This design comes from an exercise in tuning for small area, a short achievable clock period and few clock cycles per item on the open sky130 flow, not from production work. Function was checked by simulation only, so behaviour that the tests miss may differ from the original. Power is estimated from default activity; no workload was simulated. The clock port is modelled as an ideal driver; clocking choices that lean on that would not hold on a real chip.

==> flow/design.v, too long to show whole: its modules and the start of the top module <==
// module sys_matmul_stream: 1039 lines
module sys_matmul_stream #(
  parameter int N      = 3,
  parameter int DW     = 8,
  parameter int ACC_W  = 2*DW + $clog2(N),
  parameter int SIGNED = 0
) (
  input  logic             CLK,
  input  logic             rst_n,
  input  logic             vld_in,
  output logic             rdy_in,
  input  logic [DW-1:0]    a,
  input  logic [DW-1:0]    b,
  input  logic             keep,
  output logic             vld_out,
  input  logic             rdy_out,
  output logic [ACC_W-1:0] c,
  output logic             last_out,
  output logic             busy,
  output logic [1:0]       dbg_state
);
  // ...
==> flow/flow/run.sh <==
#!/bin/bash
# Layout: the standard ORFS flow (standard.sh) with these changes:
#  * synthesis is the standard flow's script (synth_recipe.tcl: ORFS synthesis without fsm and share,
#    then flatten and rename) with one more option on Yosys's synth calls, -noabc, which
#    skips the generic "abc -fast" pass before ORFS extracts full adders; that pass turns
#    the adder tree's xor/majority logic into inverted forms, so the extracted adders
#    come out with an inverter on most of their outputs. Registers are unchanged.
#  * plain buffers (rather than delay cells) on the ports;
#  * clock tree synthesis without dummy loads.
# The flow's full output is in standard_run.log here; ORFS's per-step logs are under
# orfs/logs/.
set -euo pipefail
sed 's/yosys synth -nofsm -noshare /yosys synth -nofsm -noshare -noabc /' synth_recipe.tcl > synth_noabc.tcl
grep -q -- '-noabc' synth_noabc.tcl
sed 's|SYNTH_SCRIPT=[^ ]*synth_recipe.tcl|SYNTH_SCRIPT='"$PWD"'/synth_noabc.tcl|' standard.sh > standard_noabc.sh
grep -q 'synth_noabc.tcl' standard_noabc.sh
cat >> config.mk <<'CFG'
export SETUP_SLACK_MARGIN = 5.4
export BUFFER_PORTS_ARGS = -buffer_cell sky130_fd_sc_hd__buf_2
export CTS_ARGS = -sink_clustering_enable -repair_clock_nets -sink_clustering_size 30 -sink_clustering_max_diameter 100 -dont_use_dummy_load
CFG
bash standard_noabc.sh > standard_run.log 2>&1
==> flow/standard.sh <==
#!/bin/bash
# synth_recipe.tcl (not shown) runs the flow's synth.tcl, then flattens the netlist and writes it again
# the make line also repeats each setting of config.mk as NAME=value (left out here)
make -C /OpenROAD-flow-scripts/flow DESIGN_CONFIG=/design/flow/config.mk WORK_HOME=/design/flow/orfs CLKGATE_MAP_FILE= SYNTH_SCRIPT=/design/flow/synth_recipe.tcl "${@:-finish}"
==> flow/config.mk <==
export PLATFORM = sky130hd
export DESIGN_NAME = sys_matmul_stream
export DESIGN_NICKNAME = sys_matmul_stream
export VERILOG_FILES = /design/flow/design.v
export SDC_FILE = /design/flow/constraint.sdc
export NUM_CORES = 4
export LEC_CHECK = 0
export ABC_CLOCK_PERIOD_IN_PS = 2800
export CAP_MARGIN = 20
export CORE_MARGIN = 2
export CORE_UTILIZATION = 55
export CTS_CLUSTER_DIAMETER = 100
export CTS_CLUSTER_SIZE = 30
export SLEW_MARGIN = 20
export SETUP_SLACK_MARGIN = 5.4
export BUFFER_PORTS_ARGS = -buffer_cell sky130_fd_sc_hd__buf_2
export CTS_ARGS = -sink_clustering_enable -repair_clock_nets -sink_clustering_size 30 -sink_clustering_max_diameter 100 -dont_use_dummy_load
==> flow/constraint.sdc <==
create_clock -name core_clock -period 8.0 [get_ports {CLK}]
set_input_delay 1.6000 -clock core_clock [delete_from_list [all_inputs] [get_ports {CLK}]]
set_output_delay 1.6000 -clock core_clock [all_outputs]
set_load 0.01 [all_outputs]
==> metrics.md, run 1 <==
| Metric | Value |
|---|---|
| Register Area | `11,490 sq um` |
| XOR/XNOR Fraction of Synth Area | `0.6633%` |
| Slack of the worst reg-to-reg path | `5.47 ns` |
| Multi-input logic area | `8262 sq um` |
| Met3 routed WL | `about 1.2 mm` |
| NetSw | `0.9072 mW` |
| # diodes | `0` |
| R2r startpoint | `ph[8]` |
| Compound-Gate Fraction of Synth Area | `under 10%` |
| Critical Path Source | `r_dbg0` |
| Routed WL | `38.17 mm` |
| Worst Reg2Reg Path Length in Cells | `9` |
| Data buffer area share | `2.855%` |
| DP Cell Count | `1,950` |
| Post-synthesis mux area share | `4.454%` |
| Async SR Flop Fraction | `0%` |
| Simple-gate share of the synthesized area | `11.88%` |
| Post-synth top area cell | `dfxtp_1` |
| Setup tns final | `0 ns` |
| Total CTS buffers | `22` |
| WP data required | `6.40 ns` |
| Slowest stage delay, CP | `around 0.33 ns` |
| Status | `no timing/DRC/antenna violations` |
| H-tree levels | `1` |
| Hold Fails Final Rpt | `0` |
| Adder-Cell Fraction of Synth Area | `roughly a fifth` |
| Initial antenna violation count | `0` |
| WP data arrival | `1.02 ns` |
| Top post-synthesis cells by count | `dfxtp_1, and2_1, fa_1` |
| Routability cong. | `0.8990` |
| Count leader, synth | `dfxtp_1` |
| Final Skew | `between 0.03 and 0.04 ns` |
| Gr usage total | `20.57%` |
| EDFF count, synth | `24` |
| TritonCTS clock tree | `done` |
| Seq/total area | `~53%` |
| Share of layout cells above drive strength 1 | `11.64%` |
| Seq/Total Area, Yosys | `57.82%` |
| Clock power frac | `28.9%` |
Testbench counts, summed over its fixed seeds: cycles 14,488, items 1,600.
==> inputs of run 2 (changes only) <==
--- a/flow/flow/run.sh
+++ b/flow/flow/run.sh
@@ -15,7 +15,7 @@
 sed 's|SYNTH_SCRIPT=[^ ]*synth_recipe.tcl|SYNTH_SCRIPT='"$PWD"'/synth_noabc.tcl|' standard.sh > standard_noabc.sh
 grep -q 'synth_noabc.tcl' standard_noabc.sh
 cat >> config.mk <<'CFG'
-export SETUP_SLACK_MARGIN = 5.4
+export SETUP_SLACK_MARGIN = 5.3
 export BUFFER_PORTS_ARGS = -buffer_cell sky130_fd_sc_hd__buf_2
 export CTS_ARGS = -sink_clustering_enable -repair_clock_nets -sink_clustering_size 30 -sink_clustering_max_diameter 100 -dont_use_dummy_load
 CFG
--- a/flow/config.mk
+++ b/flow/config.mk
@@ -12,6 +12,6 @@
 export CTS_CLUSTER_DIAMETER = 100
 export CTS_CLUSTER_SIZE = 30
 export SLEW_MARGIN = 20
-export SETUP_SLACK_MARGIN = 5.4
+export SETUP_SLACK_MARGIN = 5.3
 export BUFFER_PORTS_ARGS = -buffer_cell sky130_fd_sc_hd__buf_2
 export CTS_ARGS = -sink_clustering_enable -repair_clock_nets -sink_clustering_size 30 -sink_clustering_max_diameter 100 -dont_use_dummy_load
==> run 2 against run 1 <==
  * Still clean
  * Fmax decreased by 1.3%
  * Non-clock buffer count decreased by 11
  * Global-route usage decreased by 0.052 points
  * Cell area decreased by 1.4%
  * Critical path depth unchanged
  * Hold slack got worse by 0.0015 ns
  * Via count decreased by 1.4%
  * Cell count decreased by 0.55%
  * Clock-buffer cell count unchanged
  * Combinational power about the same
  * Synthesized cell count unchanged
  * Critical path type unchanged
  * Largest power group unchanged
==> metrics.md, run 2 <==
| Metric | Value |
|---|---|
| Clk buf depth | `3` |
| Via/cell ratio | `5.154` |
| Final Skew | `0.02372 ns (-0.01086 ns)` |
| Startpoint Class | `register` |
| Bufs and invs on worst path | `1` |
| # IOs | `45` |
| Total CTS buffers | `22 (unchanged)` |
| Avg Cell Area, Syn | `13.40 sq um` |
| Sequential share of power | `68.2%` |
| Internal power | `3.515 mW` |
| Post-synth top area cell | `dfxtp_1` |
| Max-Cap Viols | `0` |
| Port bufs | `44` |
| Core Area | `around 35,000 sq um` |
| Critical Path Source | `c_r[3]` |
| CP Capture Type | `output port` |
| Worst min-delay path startpoint | `W1b2[2]` |
| Top post-synthesis cells by count | `dfxtp_1, and2_1, fa_1` |
| Largest registers | `L: 126 flops, R: 72 flops` |
| Die Width | `193.8 microns` |
| RSZ-0062 raised after global routing | `false` |
| Net Count, Synth | `1,699` |
| Overflow after GRT | `0` |
| Final ANT Viol Nets | `0` |
| Synth unique cells | `60` |
| Nets | `between 1,500 and 2,000` |
| Core Rows | `69` |
| #FFs+latches synth | `560` |
| H-tree levels | `1 (unchanged)` |
| Comb pwr share | `3.0%` |
| Leading cell type in the layout, fill and taps excluded | `dfxtp_1` |
| PnR Total Power | `4.419 mW` |
| Fmax | `377.0 MHz` |
| Most frequent cells in the layout | `dfxtp_1, and2_1, fa_1` |
| NetSw | `0.9035 mW (-0.41%)` |
| Clock power frac | `28.8% (about the same)` |
| Final Max Slew Viols | `0` |
| Starting Density | `a little under three fifths` |
| Pin count of the biggest net entering global routing | `between 50 and 60` |
| Async SR Flop Fraction | `0% (unchanged)` |
| Most flops, register | `L` |
| Crit-path cells | `buf_2` |
| Total clock sinks | `560` |
| WP data arrival | `1.05 ns (+0.03 ns)` |
| Hold Fails Final Rpt | `0 (unchanged)` |
| Worst setup path category | `register to output port` |
| Status | `no timing/DRC/antenna violations` |
| R2r startpoint | `L0s[4]` |
| # diodes | `0 (unchanged)` |
| Slowest stage delay, CP | `0.36 ns (+0.03 ns)` |
| Tmin final | `2.652 ns` |
| Gr usage total | `20.52% (-0.052 points)` |
| Mapped Area | `19,810 sq um` |
| Final Cycle Share | `33.15%` |
| Initial antenna violation count | `0 (unchanged)` |
| Main flop type after synthesis | `dfxtp_1` |
| YS warnings | `9` |
| Crit path max fanout | `2` |
| Wire per inst | `roughly 19 microns` |
| Count leader, synth | `dfxtp_1` |
| Slew HR | `approximately two fifths` |
| Slowest-stage cell, CP | `dfxtp_1` |
| Die H | `193.8 microns` |
| PwrDens | `about 210 nW/um^2` |
| Vias in the first global route | `10,452` |
| Share of layout cells above drive strength 1 | `9.552% (-2.1 points)` |
| Top delay family on crit path | `flip-flops` |
| Hold Path Class | `register to register` |
| Setup tns final | `0 ns (unchanged)` |
| DRC Markers | `0` |
| Synth top area cells | `dfxtp_1, fa_1, and2_1, edfxtp_1, mux2_2` |
| Sw Ratio | `slightly above 20%` |
| Synth top area share | `a little over half` |
| CTS clk-pin slew, worst paths | `0.10 ns` |
| Worst slew pin tran | `0.8666 ns` |
| Global-route wire length before repair | `60.02 mm` |
| Synthesized netlist cell count | `1,478` |
| # setup viols final | `0` |
| Seq/Total Area, Yosys | `57.82% (unchanged)` |
| First drt pass iteration count | `5` |
| Detailed Place HPWL | `27.97 mm` |
| WP data required | `6.40 ns (about the same)` |
| Cts hold-fix bufs | `0` |
| CTS root buf | `clkbuf_16` |
| Worst IR drop on VDD | `0.2213 mV` |
| Routed WL | `38.06 mm (-0.28%)` |
| TritonCTS clock tree | `done` |
| Clock Latency Late Sink | `0.56 ns` |
| Area growth syn-to-layout | `7.114%` |
| Leak pwr | `between 9 and 10 nW` |
| Total die area | `37,540 sq um` |
| Routability cong. | `0.8987 (about the same)` |
| EDFF count, synth | `24 (unchanged)` |
| Drt initial violations | `471` |
| Max FFs per register | `between 100 and 150` |
| Via count | `10,199` |
## run 2: cell counts after synthesis
Identical to the previous run, type by type.
## run 2: power groups by stage
stage | Clock [mW] | Sequential (mW) | Combinational, mW
6_report | 1.27 | 3.01 | 0.131
2_1_floorplan | 0 | 3.05 | 0.0932
5_1_grt | 1.41 | 3.03 | 0.146
3_5_place_dp | 0 | 3.09 | 0.119
4_1_cts | 1.31 | 3.02 | 0.126
3_3_place_gp | 0 | 3.08 | 0.119
## run 2: repair_timing
item	in CTS	in global routing
cloned	1	0
setup buffers	6	2
endpoints found under the setup margin	81	34
pin swaps	3	0
resized for setup	9	11
## run 2: through the flow
| stage | cell area (sq um) | hold WS (ns) | utilization, % | std cells | setup slack [ns] |
|---|---|---|---|---|---|
| 6_report | 21210 | 0.3286 | 59.79 | 1979 | 5.348 |
| 5_1_grt | 21210 | 0.3383 | 59.79 | 1979 | 5.298 |
| 4_1_cts | 21160 | 0.3300 | 59.65 | 1977 | 5.285 |
| 3_5_place_dp | 20480 | 0.3121 | 57.72 | 1948 | 3.993 |
| 3_3_place_gp | 20480 | 0.3095 | 57.72 | 1948 | 4.087 |
| 2_1_floorplan | 19810 | 0.3096 | - | 1478 | 5.333 |
## run 2: cell type report
cell class,count,area [sq um]
clock buffers,22,550.5
fillers,2911,14270
inverters,7,26.28
multi-input cells,871,8228
flip-flops and latches,560,11460
well taps,461,576.8
repair buffers,58,370.4
## run 2: final timing paths
check	to	slack (ns)	cells after the start
max reg2reg	c_r[11]	5.47	8
max	c[3]	5.35	1
min reg2reg	W0b2[2]	0.33	0
min	W0b2[2]	0.33	0
## run 2: logic make-up after synthesis
| family | count (synthesis) | share of synthesized area [%] |
|---|---|---|
| adders and majority gates | 200 | 19.31 |
| muxes | 83 | 4.454 |
| DFF | 560 | 57.82 |
| and+or+nand+nor | 430 | 11.88 |
| xor gates and xnor gates | 15 | 0.6634 |
| AOI/OAI and AO/OA | 142 | 4.827 |
| buffers and inverters | 48 | 1.049 |
## run 2: metal layers
metal	wire length, microns	global-route usage (%)
met1	19350	31.05
met2	16620	31.77
met3	1129	2.209
met4	964	5.315
met5	0	0
==> inputs of run 3 (changes only) <==
--- a/flow/flow/run.sh
+++ b/flow/flow/run.sh
@@ -15,7 +15,7 @@
 sed 's|SYNTH_SCRIPT=[^ ]*synth_recipe.tcl|SYNTH_SCRIPT='"$PWD"'/synth_noabc.tcl|' standard.sh > standard_noabc.sh
 grep -q 'synth_noabc.tcl' standard_noabc.sh
 cat >> config.mk <<'CFG'
-export SETUP_SLACK_MARGIN = 5.3
+export SETUP_SLACK_MARGIN = 5.35
 export BUFFER_PORTS_ARGS = -buffer_cell sky130_fd_sc_hd__buf_2
 export CTS_ARGS = -sink_clustering_enable -repair_clock_nets -sink_clustering_size 30 -sink_clustering_max_diameter 100 -dont_use_dummy_load
 CFG
--- a/flow/config.mk
+++ b/flow/config.mk
@@ -8,10 +8,11 @@
 export ABC_CLOCK_PERIOD_IN_PS = 2800
 export CAP_MARGIN = 20
 export CORE_MARGIN = 2
-export CORE_UTILIZATION = 55
+export CORE_UTILIZATION = 85
 export CTS_CLUSTER_DIAMETER = 100
 export CTS_CLUSTER_SIZE = 30
+export PLACE_DENSITY = 0.9
 export SLEW_MARGIN = 20
-export SETUP_SLACK_MARGIN = 5.3
+export SETUP_SLACK_MARGIN = 5.35
 export BUFFER_PORTS_ARGS = -buffer_cell sky130_fd_sc_hd__buf_2
 export CTS_ARGS = -sink_clustering_enable -repair_clock_nets -sink_clustering_size 30 -sink_clustering_max_diameter 100 -dont_use_dummy_load
==> run 3 against run 2 <==
  * Clock power is 6% higher
  * Via count is 32% higher
  * Global-route usage is 26 points higher
  * Routed wire length is 65% higher
  * Hold slack worse by 0.027 ns
  * Cell area is 0.31% higher
  * Flip-flop and latch count stayed put
  * Die area is 35% lower
  * Clock skew is 0.030 ns higher
==> metrics.md, run 3 <==
| Metric | Value |
|---|---|
| Drt initial violations | `2,504 (+430%)` |
| CTS clk-pin slew, worst paths | `0.12 ns (+0.02 ns)` |
| TritonCTS clock tree | `done` |
| #FFs+latches synth | `560 (unchanged)` |
| Overflow after GRT | `0 (unchanged)` |
| Total CTS buffers | `22 (unchanged)` |
| Final ANT Viol Nets | `0 (unchanged)` |
| H-tree levels | `1 (unchanged)` |
| Max-Cap Viols | `0 (unchanged)` |
| PwrDens | `214.1 nW/um^2 (+2.8%)` |
| Hold Path Class | `register to register` |
| Leak pwr | `9.324 nW (+0.82%)` |
| RSZ-0062 raised after global routing | `true` |
| Post-synth top area cell | `dfxtp_1` |
| Gr usage total | `46.51% (+26 points)` |
| Routed WL | `62.99 mm (+65%)` |
| CTS root buf | `clkbuf_16` |
| Final Cycle Share | `38.07% (+4.9 points)` |
| Synth unique cells | `60 (unchanged)` |
| Fmax | `328.3 MHz (-13%)` |
| Startpoint Class | `register` |
| Avg Cell Area, Syn | `13.40 sq um (unchanged)` |
| Most frequent cells in the layout | `dfxtp_1, and2_1, fa_1` |
| Core Rows | `55 (-20%)` |
| Slew HR | `10.15% (-32 points)` |
| Synth top area cells | `dfxtp_1, fa_1, and2_1, edfxtp_1, mux2_2` |
| Port bufs | `44 (unchanged)` |
| First drt pass iteration count | `12 (+7)` |
| Slowest stage delay, CP | `0.92 ns (+0.56 ns)` |
| WP data arrival | `3.54 ns (+2.49 ns)` |
| EDFF count, synth | `24 (unchanged)` |
| Async SR Flop Fraction | `0% (unchanged)` |
| Via/cell ratio | `7.276 (+41%)` |
| # IOs | `45 (unchanged)` |
| Main flop type after synthesis | `dfxtp_1` |
| Wire per inst | `34.05 microns (+77%)` |
| Count leader, synth | `dfxtp_1` |
| Initial antenna violation count | `13 (+13)` |
| Crit path max fanout | `8 (+6)` |
| Seq/Total Area, Yosys | `57.82% (unchanged)` |
| CP Capture Type | `register` |
| Synthesized netlist cell count | `1,478 (unchanged)` |
| Placed inst area | `20,300 sq um (-0.89%)` |
| Clk buf depth | `3 (unchanged)` |
| Nets | `1,751 (+0.57%)` |
| Largest registers | `L: 126 flops, R: 72 flops` |
| Hold Fails Final Rpt | `0 (unchanged)` |
| Crit-path cells | `and2_1 -> fa_1 -> fa_1 -> fa_1` |
| Clock Latency Late Sink | `0.58 ns (+0.02 ns)` |
| Worst setup path category | `register to register` |
| Status | `no timing/DRC/antenna violations` |
| Top post-synthesis cells by count | `dfxtp_1, and2_1, fa_1` |
| Global-route wire length before repair | `82.33 mm (+37%)` |
| Total clock sinks | `560 (unchanged)` |
| Leading cell type in the layout, fill and taps excluded | `dfxtp_1` |
| Detailed Place HPWL | `32.86 mm (+17%)` |
| Die H | `156.6 microns (-19%)` |
| Routability cong. | `0.9579 (+6.6%)` |
| Cts hold-fix bufs | `0 (unchanged)` |
| Max FFs per register | `126 (unchanged)` |
| Share of layout cells above drive strength 1 | `12.76% (+3.2 points)` |
| Final Max Slew Viols | `0 (unchanged)` |
| Pin count of the biggest net entering global routing | `56 (unchanged)` |
| DRC Markers | `0 (unchanged)` |
| YS warnings | `9 (unchanged)` |
| Synth top area share | `54.18% (unchanged)` |
| # setup viols final | `0 (unchanged)` |
| Worst IR drop on VDD | `0.2631 mV (+19%)` |
| Most flops, register | `L` |
| Most frequent CP cell | `fa_1` |
| Mapped Area | `19,810 sq um (unchanged)` |
| Tmin final | `3.046 ns (+0.3936 ns)` |
| Area growth syn-to-layout | `7.448%` |
| Via count | `13,460 (+32%)` |
| Starting Density | `86.95% (+31 points)` |
| Net Count, Synth | `1,699 (unchanged)` |
| Final Skew | `0.05373 ns (+0.03000 ns)` |
| Worst slew pin tran | `1.338 ns (+0.4715 ns)` |
| Setup tns final | `0 ns (unchanged)` |
| Final instance area | `21,280 sq um (+0.31%)` |
| Die Width | `156.6 microns (-19%)` |
| Vias in the first global route | `13,552 (+30%)` |
| Core Area | `22,780 sq um (-36%)` |
| Slowest-stage cell, CP | `edfxtp_1` |
| Total die area | `24,540 sq um (-35%)` |
| WP data required | `8.49 ns (+2.09 ns)` |
run 3: cell types whose count changed in the layout (fill, tap and decap cells not counted), moves of 3 or more:
cell / before / now
dfxtp_2: 6 / 30
diode_2: 0 / 9
xnor2_2: 0 / 3
ha_1: 24 / 20
a211oi_1: 7 / 4
buf_2: 44 / 40
buf_4: 11 / 19
buf_6: 0 / 4
xnor2_1: 9 / 6
dfxtp_1: 529 / 505
run 3: logic make-up after synthesis:
group | share of synthesized area, %
AO/OA/AOI/OAI | 4.827
flip-flops | 57.82
AND/OR/NAND/NOR | 11.88
multiplexers | 4.454
XOR/XNOR | 0.6634
adder cells (fa/ha/maj) | 19.31
buffers and inverters | 1.049
run 3: worst max-delay path: cells and delay by family, from the launching register on:
family | cells | cell delay, ns
flops | 1 | 0.92
fa+ha+maj | 3 | 1.53
simple gates | 1 | 0.49
run 3: area by class of cell:
cell class,instances,area (sq um)
sequential,560,11490
multi-input combinational,871,8313
fill,609,1498
clock buffer,22,550.5
timing repair buffer,67,475.5
tap,313,391.6
inverter,7,30.03
antenna,9,22.52
timing repair inverter,1,5.005
run 3: timing repair:
item / CTS / global route
pin swaps: 5 / 7
setup endpoints to repair: 77 / 62
setup buffers: 9 / 6
endpoints found under the hold margin: 0 / 0
gates resized for setup: 16 / 54
gates cloned: 2 / 0
run 3: metal layers:
metal	part of all wire (%)	global-route usage (%)
met1	30	52.28
met2	44	75.08
met3	14	16.20
met4	11	31.80
met5	0.044	0
run 3: final timing paths:
path,from,endpoint,slack (ns),depth (start not counted)
setup / recovery,X0[5],ra10[6],4.95,4
hold / removal,W1b0[0][6],W0b0[0][6],0.30,0
setup reg to reg,X0[5],ra10[6],4.95,4
hold reg to reg,W1b0[0][6],W0b0[0][6],0.30,0
run 3: power by group:
group          total (mW)  leakage, nW  switching [mW]  internal [mW]
sequential           3.05         4.60          0.0895           2.96
clock                1.35        0.271           0.854          0.500
combinational       0.154         4.45          0.0906         0.0638
run 3: through the flow:
step                      hold slack [ns]  util, %  total power, mW  cells  setup slack [ns]
after detailed placement           0.3121    89.12            3.222   1802             4.136
final                              0.3017    93.42            4.555   1850             4.954
after global routing               0.3129    93.35            4.621   1843             4.997
after CTS                          0.3123    92.41            4.473   1835             5.262
after floorplan                    0.3096        -            3.146   1478             5.415
after global placement             0.3099    89.12            3.193   1802             4.264
==> inputs of run 4 (changes only) <==
--- a/flow/config.mk
+++ b/flow/config.mk
@@ -8,10 +8,10 @@
 export ABC_CLOCK_PERIOD_IN_PS = 2800
 export CAP_MARGIN = 20
 export CORE_MARGIN = 2
-export CORE_UTILIZATION = 85
+export CORE_UTILIZATION = 65
 export CTS_CLUSTER_DIAMETER = 100
 export CTS_CLUSTER_SIZE = 30
-export PLACE_DENSITY = 0.9
+export PLACE_DENSITY = 0.75
 export SLEW_MARGIN = 20
 export SETUP_SLACK_MARGIN = 5.35
 export BUFFER_PORTS_ARGS = -buffer_cell sky130_fd_sc_hd__buf_2
==> run 4 against run 3 <==
  * Routed wire length decreased by 42%
  * Clock-buffer cell count unchanged
  * Sequential share of layout area up 0.12 points
  * Largest power group unchanged
  * Still clean
  * Combinational power shrank 13%
  * Via count shrank 22%
  * Clock skew down 0.027 ns
  * Non-clock buffer count shrank 3
  * Cell area decreased by 0.28%
  * Synthesized cell count did not move
  * Critical path type is now register to output port
==> metrics.md, run 4 <==
| Metric | Value |
|---|---|
| Area growth syn-to-layout | `7.145%` |
| Final Max Slew Viols | `0 (unchanged)` |
| Startpoint Class | `register` |
| Most frequent cells in the layout | `dfxtp_1, and2_1, fa_1` |
| Global-route wire length before repair | `57.73 mm (-30%)` |
| Total CTS buffers | `22 (unchanged)` |
| Async SR Flop Fraction | `0% (unchanged)` |
| Status | `no timing/DRC/antenna violations` |
| PwrDens | `208.1 nW/um^2 (-2.8%)` |
| Worst IR drop on VDD | `0.1811 mV (-31%)` |
| Nets | `1,747 (-0.23%)` |
| Setup tns final | `0 ns (unchanged)` |
| # diodes | `0 (-9)` |
| Worst slew pin tran | `0.7810 ns (-0.5571 ns)` |
| Number of fill cells | `2,092 (+240%)` |
| Starting Density | `66.47% (-20 points)` |
| Max FFs per register | `126 (unchanged)` |
| Net Count, Synth | `1,699 (unchanged)` |
| TritonCTS clock tree | `done` |
| Leading cell type in the layout, fill and taps excluded | `dfxtp_1` |
| CTS clk-pin slew, worst paths | `0.11 ns (about the same)` |
| Via count | `10,437 (-22%)` |
| #FFs+latches synth | `560 (unchanged)` |
| First drt pass iteration count | `5 (-7)` |
| Routed WL | `36.59 mm (-42%)` |
| YS warnings | `9 (unchanged)` |
| Final Cycle Share | `32.75% (-5.3 points)` |
| Leak pwr | `9.293 nW (-0.33%)` |
| Final ANT Viol Nets | `0 (unchanged)` |
| Place WS | `4.249 ns (+0.1132 ns)` |
| WP data arrival | `1.02 ns (-2.52 ns)` |
| Core Rows | `63 (+15%)` |
| Clock Latency Late Sink | `0.56 ns (-0.02 ns)` |
| Synth top area share | `54.18% (unchanged)` |
| Count leader, synth | `dfxtp_1` |
| Drt initial violations | `651 (-74%)` |
| Top delay family on crit path | `flip-flops` |
| EDFF count, synth | `24 (unchanged)` |
| Post-synth top area cell | `dfxtp_1` |
| Max-Cap Viols | `0 (unchanged)` |
| Crit path max fanout | `2 (-6)` |
| Multi-input logic area | `8220 sq um (-1.1%)` |
| Fmax | `381.6 MHz (+16%)` |
| Synth top area cells | `dfxtp_1, fa_1, and2_1, edfxtp_1, mux2_2` |
| # setup viols final | `0 (unchanged)` |
| Slew HR | `47.93% (+38 points)` |
| Wire per inst | `19.11 microns (-44%)` |
| Tmin final | `2.620 ns (-0.4256 ns)` |
| # IOs | `45 (unchanged)` |
| Initial antenna violation count | `1 (-12)` |
| CTS root buf | `clkbuf_16` |
| Synth unique cells | `60 (unchanged)` |
| Crit-path cells | `buf_2` |
| Register Area | `11,480 sq um (about the same)` |
| RSZ-0062 raised after global routing | `false` |
| Worst setup path category | `register to output port` |
| Gr usage total | `23.69% (-23 points)` |
| H-tree levels | `1 (unchanged)` |
| Top post-synthesis cells by count | `dfxtp_1, and2_1, fa_1` |
| CP Capture Type | `output port` |
| Vias in the first global route | `10,609 (-22%)` |
| Slack of the worst reg-to-reg path | `5.45 ns (+0.50 ns)` |
| Core Area | `29,800 sq um (+31%)` |
| Share of layout cells above drive strength 1 | `10.76% (-2.0 points)` |
| Final worst setup slack | `5.380 ns (+0.4256 ns)` |
| Detailed Place HPWL | `26.70 mm (-19%)` |
| Final Skew | `0.02627 ns (-0.02746 ns)` |
| Avg Cell Area, Syn | `13.40 sq um (unchanged)` |
| Main flop type after synthesis | `dfxtp_1` |
| Die Width | `178.6 microns (+14%)` |
| Port bufs | `44 (unchanged)` |
| Seq/Total Area, Yosys | `57.82% (unchanged)` |
| Die H | `178.6 microns (+14%)` |
| Slowest-stage cell, CP | `dfxtp_2` |
| Hold Path Class | `register to register` |
| Total die area | `31,880 sq um (+30%)` |
| Pin count of the biggest net entering global routing | `56 (unchanged)` |
| Most flops, register | `L` |
| DRC Markers | `0 (unchanged)` |
| Slowest stage delay, CP | `0.33 ns (-0.59 ns)` |
| Via/cell ratio | `5.453 (-25%)` |
| Largest registers | `L: 126 flops, R: 72 flops` |
| Synthesized netlist cell count | `1,478 (unchanged)` |
| Total clock sinks | `560 (unchanged)` |
| Hold Fails Final Rpt | `0 (unchanged)` |
| Overflow after GRT | `0 (unchanged)` |
| Bufs and invs on worst path | `1 (+1)` |
| Routability cong. | `0.9714 (+1.4%)` |
| Clk buf depth | `3 (unchanged)` |
| Mapped Area | `19,810 sq um (unchanged)` |
| WP data required | `6.40 ns (-2.09 ns)` |
==> run 4: report_power, final <==
part	total, mW	switching [mW]	internal (mW)
registers	3.01	0.0572	2.96
logic	0.134	0.0718	0.0623
clock network	1.27	0.773	0.497
==> run 4: layer usage <==
layer,wire [microns],global-route usage [%]
met2,16310,37.26
met1,17410,34.64
met4,1075,7.114
met3,1770,3.154
met5,13,0
==> run 4: timing repair <==
action,4_1_cts,5_1_grt
buffers inserted,6,5
resized for setup,18,25
pin swaps,2,1
hold endpoints to repair,0,0
endpoints found under the setup margin,88,52
gates cloned,1,0
hold buffers,0,0
==> run 4: cell type report <==
type	instances	area share (%)
Multi-Input combinational cell	871	38.74
Clock buffer	22	2.594
Sequential cell	560	54.12
Tap cell	390	2.300
Timing Repair Buffer	64	2.123
Inverter	7	0.1238
==> run 4: cell families (layout without fill, tap and decap cells) <==
logic type	Yosys count	count (layout)	share of synthesized area, %
multiplexers	83	83	4.454
adder cells (fa/ha/maj)	200	200	19.31
AO/OA/AOI/OAI	142	143	4.827
AND/OR/NAND/NOR	430	430	11.88
XOR/XNOR	15	15	0.6634
flip-flops	560	560	57.82
buffers and inverters	48	93	1.049
==> run 4: path summary, 6_finish.rpt <==
check | startpoint | end | depth (start not counted)
min reg2reg | W2b1[5] | W1b1[5] | 0
max reg2reg | L0s[4] | c_r[17] | 8
min | W2b1[5] | W1b1[5] | 0
max | r_last | last_out | 1
==> run 4: per-stage QoR <==
stage	instances	power, mW	utilization (%)	area [sq um]	hold WS, ns
after global routing	1914	4.567	71.22	21220	0.3412
after detailed placement	1880	3.205	68.48	20400	0.3121
final	1914	4.417	71.22	21220	0.3279
after floorplan	1478	3.146	-	19810	0.3096
after CTS	1909	4.441	70.80	21100	0.3337
after global placement	1880	3.196	68.48	20400	0.3098
==> inputs of run 5 (changes only) <==
--- a/flow/flow/run.sh
+++ b/flow/flow/run.sh
@@ -17,6 +17,6 @@
 cat >> config.mk <<'CFG'
 export SETUP_SLACK_MARGIN = 5.35
 export BUFFER_PORTS_ARGS = -buffer_cell sky130_fd_sc_hd__buf_2
-export CTS_ARGS = -sink_clustering_enable -repair_clock_nets -sink_clustering_size 30 -sink_clustering_max_diameter 100 -dont_use_dummy_load
+export CTS_ARGS = -sink_clustering_enable -repair_clock_nets -sink_clustering_size 30 -sink_clustering_max_diameter 100 -dont_use_dummy_load -num_static_layers 1
 CFG
 bash standard_noabc.sh > standard_run.log 2>&1
--- a/flow/config.mk
+++ b/flow/config.mk
@@ -15,4 +15,4 @@
 export SLEW_MARGIN = 20
 export SETUP_SLACK_MARGIN = 5.35
 export BUFFER_PORTS_ARGS = -buffer_cell sky130_fd_sc_hd__buf_2
-export CTS_ARGS = -sink_clustering_enable -repair_clock_nets -sink_clustering_size 30 -sink_clustering_max_diameter 100 -dont_use_dummy_load
+export CTS_ARGS = -sink_clustering_enable -repair_clock_nets -sink_clustering_size 30 -sink_clustering_max_diameter 100 -dont_use_dummy_load -num_static_layers 1
==> run 5 against run 4 <==
  * Still clean on timing, DRC and antenna
  * Global-route usage about the same
  * Combinational power about the same
  * Cell area decreased by 0.13%
  * Fmax increased by 0.36%
  * Die area unchanged
  * Sequential share of layout area increased by 0.064 points
  * Critical path depth unchanged
  * Critical endpoint unchanged
==> metrics.md, run 5 <==
| Metric | Value |
|---|---|
| Pin count of the biggest net entering global routing | `56 (unchanged)` |
| Internal power | `3.514 mW (about the same)` |
| Adder-Cell Fraction of Synth Area | `19.31% (unchanged)` |
| # setup viols final | `0 (unchanged)` |
| Compound-Gate Fraction of Synth Area | `4.827% (unchanged)` |
| Synthesized netlist cell count | `1,478 (unchanged)` |
| Via count | `10,448 (+0.11%)` |
| Leak pwr | `9.285 nW (about the same)` |
| Share of layout cells above drive strength 1 | `10.64% (-0.12 points)` |
| Total die area | `31,880 sq um (unchanged)` |
| Crit-path cells | `buf_2` |
| Initial antenna violation count | `1 (unchanged)` |
| Drt initial violations | `648 (-0.46%)` |
| Multi-input logic area | `8220 sq um (unchanged)` |
| Most flops, register | `L` |
| H-tree levels | `1 (unchanged)` |
| NetSw | `0.8950 mW (-0.78%)` |
| #FFs+latches synth | `560 (unchanged)` |
| Most frequent cells in the layout | `dfxtp_1, and2_1, fa_1` |
| Slowest-stage cell, CP | `dfxtp_2` |
| Tmin final | `2.611 ns (-0.009530 ns)` |
| Wire per inst | `19.01 microns (-0.54%)` |
| Synth top area cells | `dfxtp_1, fa_1, and2_1, edfxtp_1, mux2_2` |
| XOR/XNOR Fraction of Synth Area | `0.6633% (unchanged)` |
| Routed WL | `36.37 mm (-0.59%)` |
| # IOs | `45 (unchanged)` |
| RSZ-0062 raised after global routing | `true` |
| PwrDens | `208.1 nW/um^2 (about the same)` |
| Synth top area share | `54.18% (unchanged)` |
| Synth unique cells | `60 (unchanged)` |
| Final Cycle Share | `32.63% (-0.12 points)` |
| Mapped Area | `19,810 sq um (unchanged)` |
| Status | `no timing/DRC/antenna violations` |
| Hold Fails Final Rpt | `0 (unchanged)` |
| Register Area | `11,480 sq um (about the same)` |
| Die Width | `178.6 microns (unchanged)` |
| Largest family of logic cells by synthesized area | `adder cells` |
| Bufs and invs on worst path | `1 (unchanged)` |
| Post-synthesis mux area share | `4.454% (unchanged)` |
| Top post-synthesis cells by count | `dfxtp_1, and2_1, fa_1` |
| Max FFs per register | `126 (unchanged)` |
| YS warnings | `9 (unchanged)` |
| Fmax | `383.0 MHz (+0.36%)` |
| Simple-gate share of the synthesized area | `11.88% (unchanged)` |
| CP Capture Type | `output port` |
| Clock power frac | `28.6% (-0.2 points)` |
| Routability cong. | `0.9714 (unchanged)` |
| CTS root buf | `clkbuf_16` |
| Max-Cap Viols | `0 (unchanged)` |
| Sequential share of power | `68.3% (about the same)` |
| Die H | `178.6 microns (unchanged)` |
| DRC Markers | `0 (unchanged)` |
| Clk buf depth | `3 (unchanged)` |
| Slowest stage delay, CP | `0.33 ns (about the same)` |
| Detailed Place HPWL | `26.70 mm (unchanged)` |
| Top delay family on crit path | `flip-flops` |
| Worst setup path category | `register to output port` |
| Post-synth top area cell | `dfxtp_1` |
| TritonCTS clock tree | `done` |
| Final Max Slew Viols | `0 (unchanged)` |
| Nets | `1,746 (-0.057%)` |
| Seq/Total Area, Yosys | `57.82% (unchanged)` |
| CTS clk-pin slew, worst paths | `0.11 ns (about the same)` |
| Vias in the first global route | `10,610 (+0.0094%)` |
| Final Skew | `0.01894 ns (-0.007324 ns)` |
| Area growth syn-to-layout | `7.006%` |
| Final ANT Viol Nets | `0 (unchanged)` |
| Avg Cell Area, Syn | `13.40 sq um (unchanged)` |
| Gr usage total | `23.66% (-0.032 points)` |
| Global-route wire length before repair | `57.64 mm (-0.17%)` |
| Port bufs | `44 (unchanged)` |
| Core Area | `29,800 sq um (unchanged)` |
| Slew HR | `48.08% (+0.15 points)` |
| Main flop type after synthesis | `dfxtp_1` |
| Core Rows | `63 (unchanged)` |
| Crit path max fanout | `2 (unchanged)` |
| Largest registers | `L: 126 flops, R: 72 flops` |
| Comb pwr share | `3.0% (about the same)` |
| Overflow after GRT | `0 (unchanged)` |
| Cts hold-fix bufs | `0 (unchanged)` |
| Sw Ratio | `20.30% (-0.13 points)` |
| First drt pass iteration count | `5 (unchanged)` |
| Count leader, synth | `dfxtp_1` |
| Clock Latency Late Sink | `0.55 ns (about the same)` |
| Leading cell type in the layout, fill and taps excluded | `dfxtp_1` |
| Startpoint Class | `register` |
| Number of fill cells | `2,091 (-0.048%)` |
| Worst slew pin tran | `0.7788 ns (-0.002185 ns)` |
| # diodes | `0 (unchanged)` |
| Total clock sinks | `560 (unchanged)` |
| WP data required | `6.40 ns (about the same)` |
| Net Count, Synth | `1,699 (unchanged)` |
| Fin util | `71.13% (-0.092 points)` |
| Async SR Flop Fraction | `0% (unchanged)` |
| Hold Path Class | `register to register` |
| Setup tns final | `0 ns (unchanged)` |
| WP data arrival | `1.01 ns (about the same)` |
| Via/cell ratio | `5.462 (+0.16%)` |
| Total CTS buffers | `22 (unchanged)` |
| EDFF count, synth | `24 (unchanged)` |
| Starting Density | `66.47% (unchanged)` |
| Worst IR drop on VDD | `0.1811 mV (about the same)` |
run 5: cell counts after synthesis:
No cell type changed its count.
run 5: routing by layer:
layer  GRT usage (%)  vias up  routed length (microns)
li1                -     4934                        -
met1           34.52     5180                    17360
met2           37.16      269                    16230
met3           3.112       63                     1654
met4           7.453        2                     1111
met5               0        -                       13
run 5: logic make-up after synthesis:
group,count (synthesis)
and+or+nand+nor,430
xor gates and xnor gates,15
DFF,560
AOI/OAI and AO/OA,142
muxes,83
buffers and inverters,48
adders and majority gates,200
run 5: path summary, 6_finish.rpt:
kind	start	to	slack (ns)	depth (start not counted)
max	r_last	last_out	5.39	1
min	W2b1[5]	W1b1[5]	0.33	0
max reg2reg	L0s[4]	c_r[17]	5.42	8
min reg2reg	W2b1[5]	W1b1[5]	0.33	0
run 5: what timing repair did:
item | 4_1_cts | 5_1_grt
pin swaps | 2 | 0
gates cloned | 1 | 0
hold endpoints to repair | 0 | 0
resized for setup | 16 | 23
endpoints found under the setup margin | 85 | 36
setup buffers | 6 | 4
run 5: stage by stage:
step / hold slack (ns) / instance area (sq um) / std cells / power [mW] / setup slack [ns]
floorplan: 0.3096 / 19810 / 1478 / 3.146 / 5.415
global placement: 0.3098 / 20400 / 1880 / 3.196 / 4.310
detailed placement: 0.3121 / 20400 / 1880 / 3.205 / 4.249
CTS: 0.3336 / 21090 / 1909 / 4.440 / 5.351
global route: 0.3412 / 21190 / 1913 / 4.565 / 5.341
finish: 0.3310 / 21190 / 1913 / 4.409 / 5.389
run 5: power by group through the flow:
stage / sequential, mW / clock, mW / combinational, mW
2_1_floorplan: 3.05 / 0 / 0.0933
3_3_place_gp: 3.08 / 0 / 0.118
3_5_place_dp: 3.08 / 0 / 0.120
4_1_cts: 3.01 / 1.29 / 0.134
5_1_grt: 3.03 / 1.39 / 0.147
6_report: 3.01 / 1.26 / 0.134
run 5: cell type report:
class                      instances  area share, %
multi-input combinational        871          38.79
sequential                       560          54.19
inverter                           7         0.1240
clock buffer                      22          2.598
timing repair buffer              63          2.001
tap                              390          2.303
==> inputs of run 6 (changes only) <==
==> flow/flow/run.sh (replaced) <==
#!/bin/bash
set -euo pipefail
cat >> config.mk <<'CFG'
export SETUP_SLACK_MARGIN = 5.3
export BUFFER_PORTS_ARGS = -buffer_cell sky130_fd_sc_hd__buf_2
export CTS_ARGS = -sink_clustering_enable -repair_clock_nets -sink_clustering_size 30 -sink_clustering_max_diameter 100 -dont_use_dummy_load
CFG
bash standard.sh > standard_run.log 2>&1
==> flow/config.mk (replaced) <==
export PLATFORM = sky130hd
export DESIGN_NAME = sys_matmul_stream
export DESIGN_NICKNAME = sys_matmul_stream
export VERILOG_FILES = /design/flow/design.v
export SDC_FILE = /design/flow/constraint.sdc
export NUM_CORES = 4
export LEC_CHECK = 0
export ABC_CLOCK_PERIOD_IN_PS = 2800
export CAP_MARGIN = 20
export CORE_MARGIN = 2
export CORE_UTILIZATION = 55
export CTS_CLUSTER_DIAMETER = 100
export CTS_CLUSTER_SIZE = 30
export SLEW_MARGIN = 20
export SETUP_SLACK_MARGIN = 5.3
export BUFFER_PORTS_ARGS = -buffer_cell sky130_fd_sc_hd__buf_2
export CTS_ARGS = -sink_clustering_enable -repair_clock_nets -sink_clustering_size 30 -sink_clustering_max_diameter 100 -dont_use_dummy_load
==> run 6 against run 5 <==
  * Critical path type unchanged
  * Largest cell class unchanged
  * Clock-buffer cell count is the same
  * Largest power group unchanged
  * Hold slack barely moved
  * Total power about the same
  * Combinational power shrank 3%
  * Critical endpoint is now c[14]
  * Core utilization fell by 11 points
  * Sequential share of layout area fell by 1.8 points
==> metrics.md, run 6 <==
| Metric | Value |
|---|---|
| Gr usage total | `20.67% (-3.0 points)` |
| Pin count of the biggest net entering global routing | `35 (-38%)` |
| #FFs+latches synth | `560 (unchanged)` |
| Die H | `196.4 microns (+10%)` |
| Internal power | `3.512 mW (about the same)` |
| PnR Total Power | `4.410 mW (about the same)` |
| Net Count, Synth | `1,874 (+10%)` |
| Number of fill cells | `3,027 (+45%)` |
| Bufs and invs on worst path | `1 (unchanged)` |
| Seq/Total Area, Yosys | `56.27% (-1.5 points)` |
| Leading cell type in the layout, fill and taps excluded | `dfxtp_1` |
| Top delay family on crit path | `flip-flops` |
| Startpoint Class | `register` |
| Top post-synthesis cells by count | `dfxtp_1, and2_1, fa_1` |
| Leak pwr | `9.514 nW (+2.5%)` |
| RSZ-0062 raised after global routing | `true` |
| Synth top area share | `52.73% (-1.4 points)` |
| Slowest-stage cell, CP | `dfxtp_1` |
| DRC Markers | `0 (unchanged)` |
| Worst slew pin tran | `0.8207 ns (+0.04192 ns)` |
| Via/cell ratio | `5.075 (-7.1%)` |
| Routed WL | `38.65 mm (+6.3%)` |
| Final Max Slew Viols | `0 (unchanged)` |
| Comb pwr share | `3.0% (about the same)` |
| First drt pass iteration count | `5 (unchanged)` |
| Hold Path Class | `register to register` |
| CTS root buf | `clkbuf_16` |
| Post-synth top area cell | `dfxtp_1` |
| # diodes | `0 (unchanged)` |
| Die Width | `196.4 microns (+10%)` |
| Total CTS buffers | `22 (unchanged)` |
| Async SR Flop Fraction | `0% (unchanged)` |
| # setup viols final | `0 (unchanged)` |
| Main flop type after synthesis | `dfxtp_1` |
| PwrDens | `201.2 nW/um^2 (-3.3%)` |
| Hold Fails Final Rpt | `0 (unchanged)` |
| Routability cong. | `0.9106 (-6.3%)` |
| Crit path max fanout | `2 (unchanged)` |
| Max FFs per register | `126 (unchanged)` |
| Tmin final | `2.652 ns (+0.04101 ns)` |
| Avg Cell Area, Syn | `12.31 sq um (-8.1%)` |
| TritonCTS clock tree | `done` |
| H-tree levels | `1 (unchanged)` |
| Synthesized netlist cell count | `1,653 (+12%)` |
| Clock Latency Late Sink | `0.57 ns (+0.02 ns)` |
| Port bufs | `44 (unchanged)` |
| Detailed Place HPWL | `28.62 mm (+7.2%)` |
| Nets | `1,932 (+11%)` |
| Vias in the first global route | `11,493 (+8.3%)` |
| Place WS | `4.365 ns (+0.1161 ns)` |
| DP Cell Count | `2,132 (+13%)` |
| Overflow after GRT | `0 (unchanged)` |
| Clk buf depth | `3 (unchanged)` |
| Core Area | `36,520 sq um (+23%)` |
| Setup tns final | `0 ns (unchanged)` |
| Core Rows | `70 (+11%)` |
| Most flops, register | `L` |
| Mapped Area | `20,350 sq um (+2.7%)` |
| Clock power frac | `28.8% (+0.2 points)` |
| Share of layout cells above drive strength 1 | `10.30% (-0.34 points)` |
| Crit-path cells | `buf_2` |
| Slew HR | `44.96% (-3.1 points)` |
| Total clock sinks | `560 (unchanged)` |
| Final ANT Viol Nets | `0 (unchanged)` |
| YS warnings | `9 (unchanged)` |
| Max-Cap Viols | `0 (unchanged)` |
| EDFF count, synth | `24 (unchanged)` |
| Via count | `11,048 (+5.7%)` |
| Sequential share of power | `68.2% (about the same)` |
| WP data required | `6.40 ns (about the same)` |
| Cts hold-fix bufs | `0 (unchanged)` |
| Fmax | `377.1 MHz (-1.5%)` |
| Most frequent cells in the layout | `dfxtp_1, and2_1, fa_1` |
| Post-Layout Cell Count | `2,177 (+14%)` |
| CP Capture Type | `output port` |
| Largest registers | `L: 126 flops, R: 72 flops` |
| Final Skew | `0.02763 ns (+0.008683 ns)` |
| Sw Ratio | `20.38% (+0.083 points)` |
| Initial antenna violation count | `0 (-1)` |
| Status | `no timing/DRC/antenna violations` |
| Total die area | `38,550 sq um (+21%)` |
| Starting Density | `55.72% (-11 points)` |
| Synth top area cells | `dfxtp_1, fa_1, and2_1, edfxtp_1, inv_1` |
| Drt initial violations | `548 (-15%)` |
| Final worst setup slack | `5.348 ns (-0.04101 ns)` |
| WP data arrival | `1.05 ns (+0.04 ns)` |
| Final hold slack | `0.3307 ns (-0.0002440 ns)` |
| NetSw | `0.8989 mW (+0.43%)` |
| # IOs | `45 (unchanged)` |
| Worst IR drop on VDD | `0.1830 mV (+1.0%)` |
| Worst setup path category | `register to output port` |
| Final instance area | `21,920 sq um (+3.4%)` |
| Synth unique cells | `61 (+1.7%)` |
| Fin util | `60.03% (-11 points)` |
| Global-route wire length before repair | `62.29 mm (+8.1%)` |
| Placed inst area | `21,030 sq um (+3.1%)` |
| Wire per inst | `17.75 microns (-6.6%)` |
| CTS clk-pin slew, worst paths | `0.10 ns (about the same)` |
| Count leader, synth | `dfxtp_1` |
| Final Cycle Share | `33.15% (+0.51 points)` |
| Slowest stage delay, CP | `0.37 ns (+0.04 ns)` |
| Area growth syn-to-layout | `7.735%` |
[run 6: cell types whose count changed in the layout (fill, tap and decap cells not counted), moves of 7 or more]
cell	delta
dfxtp_1	+11
inv_1	+155
buf_4	+9
dfxtp_2	-13
nor2_1	-12
nand2_1	+70
and2_1	-48
mux2i_1	-7
a21oi_1	+12
[run 6: path summary, 6_finish.rpt]
path / depth (start not counted) / end / slack (ns) / from
worst max register to register: 10 / c_r[16] / 5.38 / L0s[0]
worst min-delay path: 0 / W0b1[6] / 0.33 / W1b1[6]
worst max-delay path: 1 / c[14] / 5.35 / c_r[14]
worst min register to register: 0 / W0b1[6] / 0.33 / W1b1[6]
[run 6: per-layer routing]
metal,vias up,part of all wire [%],GRT usage [%]
met5,-,0,0
met4,0,2.4,5.640
met3,58,3.4,2.259
met2,208,45,32.74
met1,5441,49,30.48
li1,5341,-,-
[run 6: timing repair]
item / CTS / global route
cloned: 1 / 0
pin swaps: 3 / 6
setup buffers: 7 / 15
hold endpoints to repair: 0 / 0
resized for setup: 14 / 20
endpoints found under the setup margin: 79 / 16
[run 6: area by class of cell]
class | instances | area [sq um] | share of cell area [%]
clock buffers | 22 | 550.5 | 2.511
inverters | 163 | 615.6 | 2.808
multi-input cells | 892 | 8230 | 37.54
flip-flops and latches | 560 | 11470 | 52.34
well taps | 468 | 585.6 | 2.671
repair buffers | 72 | 466.7 | 2.129
[run 6: cells by family (layout without fill, tap and decap cells)]
| logic type | after synthesis | after routing | synth area share [%] |
|---|---|---|---|
| xor gates and xnor gates | 15 | 15 | 0.6456 |
| and+or+nand+nor | 444 | 444 | 11.23 |
| muxes | 76 | 76 | 4.009 |
| buffers and inverters | 202 | 257 | 3.904 |
| AOI/OAI and AO/OA | 156 | 157 | 5.153 |
| DFF | 560 | 560 | 56.27 |
| adders and majority gates | 200 | 200 | 18.79 |
[run 6: power by group through the flow]
stage / Clock (mW) / Combinational, mW / Sequential, mW
after CTS: 1.32 / 0.124 / 3.02
after floorplan: 0 / 0.0893 / 3.05
final: 1.27 / 0.130 / 3.01
after global placement: 0 / 0.116 / 3.08
after detailed placement: 0 / 0.115 / 3.08
after global routing: 1.42 / 0.145 / 3.03

## separate check: timing with driven ports
The results above use ideal ports. As a check the final layouts listed here were re-extracted and re-timed, cells and wires unchanged.
Step 1, drivers: a clkbuf_16 drives CLK and a buf_2 each remaining input, both assumed.
Step 2 moves the port delays by t, midway between the first and last clock arrival at a register: inputs arrive t later, outputs are due t later. That takes back most of the time a late clock gives input paths.
Slacks: no drivers / after step 1 / after step 2; pairs: no drivers / after step 1.
| run | shift t [ns] | slack for setup (ns) | worst register clock-pin slew, ns |
|---|---|---|---|
| run 1 | 0.605 | 5.383 / 5.330 / 4.913 | 0.12 / 0.12 |
| run 2 | 0.603 | 5.348 / 5.291 / 4.820 | 0.11 / 0.11 |
| run 3 | 0.605 | 4.954 / 4.954 / 4.748 | 0.12 / 0.12 |
| run 4 | 0.594 | 5.380 / 5.330 / 4.898 | 0.11 / 0.11 |
| run 5 | 0.587 | 5.389 / 5.340 / 4.897 | 0.11 / 0.11 |
| run 6 | 0.607 | 5.348 / 5.293 / 4.952 | 0.12 / 0.12 |
After both steps setup and hold are still met in every run listed. The setup slack of run 2, which loses most, moves by -0.057 ns with the drivers and by -0.528 ns with both steps.
